This design comes from an exercise in tuning for small area and a short achievable clock period on the open sky130 flow, not from production work.
Only simulation tests tie the RTL to the original design; equivalence was not proved.
Power figures rest on the tool's default switching activity, not on a simulated workload.

$ cat flow/run.sh
#!/bin/bash
# synth_recipe.tcl (not shown) runs the flow's synth.tcl, then flattens the netlist and writes it again
# the make line also repeats each setting of config.mk as NAME=value (left out here)
make -C /OpenROAD-flow-scripts/flow DESIGN_CONFIG=/design/flow/config.mk WORK_HOME=/design/flow/orfs CLKGATE_MAP_FILE= SYNTH_SCRIPT=/design/flow/synth_recipe.tcl finish
$ cat flow/config.mk
export PLATFORM = sky130hd
export DESIGN_NAME = vliw_issue_sched
export DESIGN_NICKNAME = vliw_issue_sched
export VERILOG_FILES = /design/flow/design.v
export SDC_FILE = /design/flow/constraint.sdc
export NUM_CORES = 4
export LEC_CHECK = 0
export CAP_MARGIN = 30
export CORE_MARGIN = 2
export CORE_UTILIZATION = 20
export PLACE_DENSITY = 0.3
export SLEW_MARGIN = 30
$ cat flow/constraint.sdc
create_clock -name core_clock -period 10.0 [get_ports {clk}]
set_input_delay 2.0000 -clock core_clock [delete_from_list [all_inputs] [get_ports {clk}]]
set_output_delay 2.0000 -clock core_clock [all_outputs]
set_load 0.01 [all_outputs]
$ cat flow/design.v
package vliw_issue_sched_pkg;
    localparam int SLOT_W   = 32;
    localparam int NREG     = 32;
    localparam int SB_W     = 2 * NREG;
    localparam int REG_W    = 5;
    localparam int V_BIT    = 31;
    localparam int BANK_BIT = 30;
    localparam int OP_LSB   = 24;
    localparam int RD_LSB   = 19;
    localparam int RS1_LSB  = 14;
    localparam int RS2_LSB  = 9;
    localparam int IMM_LSB  = 0;
    typedef enum logic {
        S_IDLE = 1'b0,
        S_HOLD = 1'b1
    } state_t;
endpackage
import vliw_issue_sched_pkg::*;
module vliw_scoreboard
#(
    parameter int ALU_LAT = 3
) (
    input  logic            clk,
    input  logic            rst,
    input  logic            set_en,
    input  logic [SB_W-1:0] set_mask,
    output logic [SB_W-1:0] sb_busy,
    output logic [SB_W-1:0] retire_mask
);
    logic [SB_W-1:0] pipe [ALU_LAT];
    logic [SB_W-1:0] set_bits;
    assign set_bits    = set_en ? set_mask : '0;
    assign retire_mask = pipe[ALU_LAT-1];
    always_ff @(posedge clk or posedge rst) begin
        if (rst) begin
            for (int i = 0; i < ALU_LAT; i++) pipe[i] <= '0;
            sb_busy <= '0;
        end else begin
            pipe[0] <= set_bits;
            for (int i = 1; i < ALU_LAT; i++) pipe[i] <= pipe[i-1];
            sb_busy <= (sb_busy & ~retire_mask) | set_bits;
        end
    end
endmodule
import vliw_issue_sched_pkg::*;
module vliw_issue_sched
#(
    parameter int NLANE   = 26,
    parameter int ALU_LAT = 3,
    parameter int CNT_W   = 16
) (
    input  logic                    clk,
    input  logic                    rst,
    input  logic                    bundle_valid,
    output logic                    bundle_ready,
    input  logic [1023:0]           bundle,
    input  logic                    flush,
    output logic                    issue_valid,
    output logic [NLANE-1:0]        issue_lane_en,
    output logic [SLOT_W*NLANE-1:0] issue_slots,
    output logic [SB_W-1:0]         sb_busy,
    output logic [CNT_W-1:0]        stall_cycles,
    output logic                    err_waw
);
    vliw_issue_sched_pkg::state_t state, state_next;
    logic [SLOT_W*NLANE-1:0]   slots_q, slots_in;
    logic [NLANE-1:0]          v_in, dup, lane_v;
    logic [SB_W-1:0]           retire_mask, eff_busy, set_mask;
    logic                      hazard, latch, issue;
    function automatic logic [5:0] rd_idx(input logic [SLOT_W-1:0] s);
        rd_idx = {s[BANK_BIT], s[RD_LSB +: REG_W]};
    endfunction
    function automatic logic [5:0] rs1_idx(input logic [SLOT_W-1:0] s);
        rs1_idx = {s[BANK_BIT], s[RS1_LSB +: REG_W]};
    endfunction
    function automatic logic [5:0] rs2_idx(input logic [SLOT_W-1:0] s);
        rs2_idx = {s[BANK_BIT], s[RS2_LSB +: REG_W]};
    endfunction
    generate
        if (SLOT_W * NLANE < 1024) begin : g_unused
            logic unused_bits;
            assign unused_bits = ^bundle[1023:SLOT_W*NLANE];
        end
    endgenerate
    always_comb begin
        slots_in = bundle[SLOT_W*NLANE-1:0];
        for (int i = 0; i < NLANE; i++) begin
            v_in[i] = bundle[SLOT_W*i + V_BIT];
        end
        for (int i = 0; i < NLANE; i++) begin
            dup[i] = 1'b0;
            for (int j = 0; j < i; j++) begin
                if (v_in[i] && v_in[j] &&
                    rd_idx(bundle[SLOT_W*i +: SLOT_W]) == rd_idx(bundle[SLOT_W*j +: SLOT_W]))
                    dup[i] = 1'b1;
            end
            if (dup[i]) slots_in[SLOT_W*i + V_BIT] = 1'b0;
        end
    end
    always_comb begin
        hazard   = 1'b0;
        set_mask = '0;
        eff_busy = sb_busy & ~retire_mask;
        for (int i = 0; i < NLANE; i++) begin
            lane_v[i] = slots_q[SLOT_W*i + V_BIT];
            if (lane_v[i]) begin
                if (eff_busy[rs1_idx(slots_q[SLOT_W*i +: SLOT_W])] ||
                    eff_busy[rs2_idx(slots_q[SLOT_W*i +: SLOT_W])] ||
                    eff_busy[rd_idx(slots_q[SLOT_W*i +: SLOT_W])])
                    hazard = 1'b1;
                set_mask[rd_idx(slots_q[SLOT_W*i +: SLOT_W])] = 1'b1;
            end
        end
    end
    always_comb begin
        state_next   = state;
        bundle_ready = 1'b0;
        latch        = 1'b0;
        issue        = 1'b0;
        case (state)
            S_IDLE: begin
                bundle_ready = ~flush;
                if (bundle_valid && !flush) begin
                    latch      = 1'b1;
                    state_next = S_HOLD;
                end
            end
            S_HOLD: begin
                if (flush) begin
                    state_next = S_IDLE;
                end else if (!hazard) begin
                    issue      = 1'b1;
                    state_next = S_IDLE;
                end
            end
            default: state_next = S_IDLE;
        endcase
    end
    assign issue_valid   = issue;
    assign issue_lane_en = issue ? lane_v : '0;
    assign issue_slots   = slots_q;
    always_ff @(posedge clk or posedge rst) begin
        if (rst) begin
            state        <= S_IDLE;
            slots_q      <= '0;
            err_waw      <= 1'b0;
            stall_cycles <= '0;
        end else begin
            state   <= state_next;
            err_waw <= latch && (|dup);
            if (latch) slots_q <= slots_in;
            if (state == S_HOLD && hazard && stall_cycles != '1)
                stall_cycles <= stall_cycles + 1'b1;
        end
    end
    vliw_scoreboard #(
        .ALU_LAT (ALU_LAT)
    ) u_sb (
        .clk         (clk),
        .rst         (rst),
        .set_en      (issue),
        .set_mask    (set_mask),
        .sb_busy     (sb_busy),
        .retire_mask (retire_mask)
    );
endmodule
==> flow_summary_export.csv <==
group,metric,value,unit
run_status,outcome,"no timing/DRC/antenna violations",
final_layout,nNetsFinal,16680,
floorplanning,rows,288,
floorplanning,start_util,20.04,%
critical_path,critPathTopFamily,"simple AND/OR/NAND/NOR gates",
power_and_ir_drop,vdd_ir_drop_max,0.0001404,V
sta,setup_viol,0,
sta,slew_headroom,18.50,%
floorplanning,dieArea,622000,um2
critical_path,critPathRequiredTime,8000,ps
floorplanning,die_h,788.7,um
logic_synthesis,synth-seq-cells,1106,
critical_path,setup.worst_path.start,"u_sb.sb_busy[17]",
grt,grt_pass1_vias,134500,
clock_network,post-cts-setup-buffers,0,
floorplanning,coreArea,614400,um2
logic_synthesis,synth_flop_cell,"dfrtp_1",
critical_path,crit_chain,"nor2b_4 > buf_4 > mux4_2 > nor2_1 > a2111oi_0 > buf_4 > nor4_1 > a221oi_1 > a2111oi_2 > nand4_1 > or4_1 > or3b_4 > buf_4 > nor2_1 > clkdlybuf4s50_1",
drt,drt-initial-drc-count,23350,
grt,overflow,0,
clock_network,ctsHoldBuffers,0,
sta,hold_viol_final,0,
logic_synthesis,yosysSeqAreaShare,22.48,%
logic_synthesis,syn_nets,15590,
placement,place_congestion,1.083,
placement,preCtsSetupSlack,1477,ps
clock_network,cts_buffers,167,
grt,globalRouteTotalUtil,38.50,%
sta,worstMarginPinSlew,1222,ps
grt,antenna_found_initial,300,
clock_network,clk_latency,990,ps
power_and_ir_drop,p_leak,57.93,nW
critical_path,crit_type,"reg2out",
critical_path,cpPeakStageDelay,850,ps
critical_path,critPathBufInv,4,
critical_path,r2r_start,"u_sb.sb_busy[17]",
sta,skew,121.6,ps
critical_path,slowest_stage,"a2111oi_2",
grt,grt-busiest-layer,"met2",
logic_synthesis,netlist.area_leader.share,22.48,%
clock_network,h-tree-depth,4,
floorplanning,ios,1969,
clock_network,post_cts_resized,0,
sta,fmax,102.0,MHz
sta,setup_ws,192.3,ps
power_and_ir_drop,totalPowerFinal,0.02650,W
drt,vias,145700,
job,cap_violations,0,
sta,drv_slew,0,
floorplanning,die_x,788.7,um
critical_path,cp.depth,15,
drt,wl_per_cell,52.27,um
critical_path,crit_fanout,27,
critical_path,critPathCaptureType,"output port",
critical_path,cp_common_cell,"buf_4",
clock_network,cts_buffer_depth,4,
sta,min_period_over_period,98.08,%
logic_synthesis,synth-edff-count,0,
logic_synthesis,yosys_warnings,3,
final_layout,drive_gt1_share,19.59,%
logic_synthesis,syn_area,123100,um2
placement,portBuffers,1776,
grt,grt_use_met2,55.60,%
logic_synthesis,ys_types,89,
clock_network,root_buffer,"clkbuf_16",
logic_synthesis,synthTopCellsByArea,"dfrtp_1 22%, mux4_2 22%, nand2_1 9.4%",
critical_path,r2r_slack,3120,ps
logic_synthesis,avgSynthCellArea,8.516,um2
grt,grt_max_degree,148,
grt,grt_first_pass_wirelength,1576000,um
placement,post-dp-hpwl,915100,um
power_and_ir_drop,power_density,166.2,nW/um2
logic_synthesis,yosys.area.top_type,"dfrtp_1",
critical_path,startpoint_type,"flip-flop",
drt,drtPass1Iterations,8,
sta,period_needed,9808,ps
drt,ant_nets,0,
final_layout,fill_cells,66400,
critical_path,endpoint,"issue_lane_en[24]",
logic_synthesis,syn_inst,14460,
clock_network,cts_sinks,1106,
final_layout,final_cell_mix,"3021 x nand2_1, 1611 x clkdlybuf4s50_1, 1293 x xnor2_1",
min_path,hold_path_class,"reg2reg",
grt,met1_usage,47.19,%
clock_network,clk_pin_slew,70,ps
drt,avgViaCountPerCell,6.083,
final_layout,final_common_cell,"nand2_1",
critical_path,timing.rr.end,"u_sb.sb_busy[31]",
sta,tns,0,ps
drt,drc,0,
critical_path,cp.arrival,7810,ps
critical_path,r2r_cells,15,
min_path,hold_depth,0,
final_layout,area_delta_synth_final,29.50,%
grt,gr-usage-met3,16.06,%
sta,rsz0062_at_grt,"false",
logic_synthesis,async_reset_ff_share,100.0,%
drt,routed_wl,1252000,um
clock_network,cts_tree,"done",
-- logic make-up after synthesis --
kind of cell	share of synthesized area, %
simple gates	21.41
flops	22.48
fa+ha+maj	1.067
mux	23.18
xor+xnor	14.61
compound gates	10.98
buf+inv	6.275
-- how the worst min path moves through the flow --
stage / endpoint / slack, ps / startpoint
finish: u_sb.pipe[2][19] / 270 / u_sb.pipe[1][19]
global route: u_sb.pipe[2][19] / 280 / u_sb.pipe[1][19]
CTS: u_sb.pipe[2][19] / 260 / u_sb.pipe[1][19]
detailed placement: u_sb.pipe[1][18] / 330 / u_sb.pipe[0][18]
global placement: u_sb.pipe[2][4] / 330 / u_sb.pipe[1][4]
floorplan: u_sb.pipe[1][0] / 330 / u_sb.pipe[0][0]
-- layout make-up --
class,instances,area [um2],area share [%]
multi-input combinational,11340,89770,56.30
timing repair buffer,2762,25130,15.76
tap,8120,10160,6.371
clock buffer,247,4830,3.029
clock inverter,52,835.8,0.5242
sequential,1106,27710,17.38
inverter,164,619.3,0.3884
antenna,161,402.9,0.2527
-- routing by layer --
metal  share of wire (%)  vias to the layer above
li1                    -                    54460
met1                  39                    76050
met2                  41                    12000
met3                  12                     3119
met4                 7.7                       94
met5               0.059                        -
-- flip-flops by register name (all words and copies together), names as in the netlist --
signal        count
err_waw           1
slots_q         832
stall_cycles     16
state             1
u_sb.pipe       192
u_sb.sb_busy     64
-- power by group --
group | internal (W) | switching (W)
combinational | 0.00412 | 0.00938
sequential | 0.00502 | 0.00151
clock | 0.00373 | 0.00275
total | 0.0129 | 0.0136
-- Yosys cell counts, drive strengths merged (37+ instances only) --
master and instances:
a211oi 73, ha 105, buf 372, mux2i 181, o211ai 95, dfrtp 1106, nor2b 125, nor3 240
nand2b 141, xor2 761, o31ai 49, nor4 412, nand3b 61, mux4 1180, nand2 3072, nand4 261
a2111oi 83, a211o 39, nor3b 46, a31oi 37, nor2 628, inv 151, clkbuf 1474, a21oi 111
nand3 582, o2111ai 57, or4 53, o21ai 371, o22ai 818, xnor2 1293
-- through the flow --
step	hold WS (ps)	std cells	cell area [um2]	utilization, %
after floorplan	331.2	14460	123100	-
final	271.7	23960	159500	25.95
after global routing	279.1	23830	159100	25.90
after detailed placement	334.7	23490	153200	24.93
after CTS	255.1	23790	158900	25.86
after global placement	331.4	23480	152700	24.85

## re-timing with driven ports
The results above use ideal ports. As a check the final layout listed here was re-extracted and re-timed, cells and wires unchanged.
Step 1, drivers: a clkbuf_16 drives clk and a buf_2 each remaining input, both assumed.
Step 2 adds t to the input delays and takes it off the output delays; t is the mean of the earliest and latest rising clock arrival at the registers after step 1. Input paths then give back, and output paths get back, about the clock's delay inside the block.
a / b / c = ideal ports / drivers / drivers and shift; a / b = the first two.
t, ns: 1.090
setup slack, ns: 0.192 / 0.038 / 1.128
worst register clock-pin slew, ns: 0.08 / 0.08
pins driven straight from the clock port: 1
After both steps setup and hold are still met in this run. For this run, drivers alone change the setup slack by -0.154 ns; drivers and shift together by +0.936 ns.
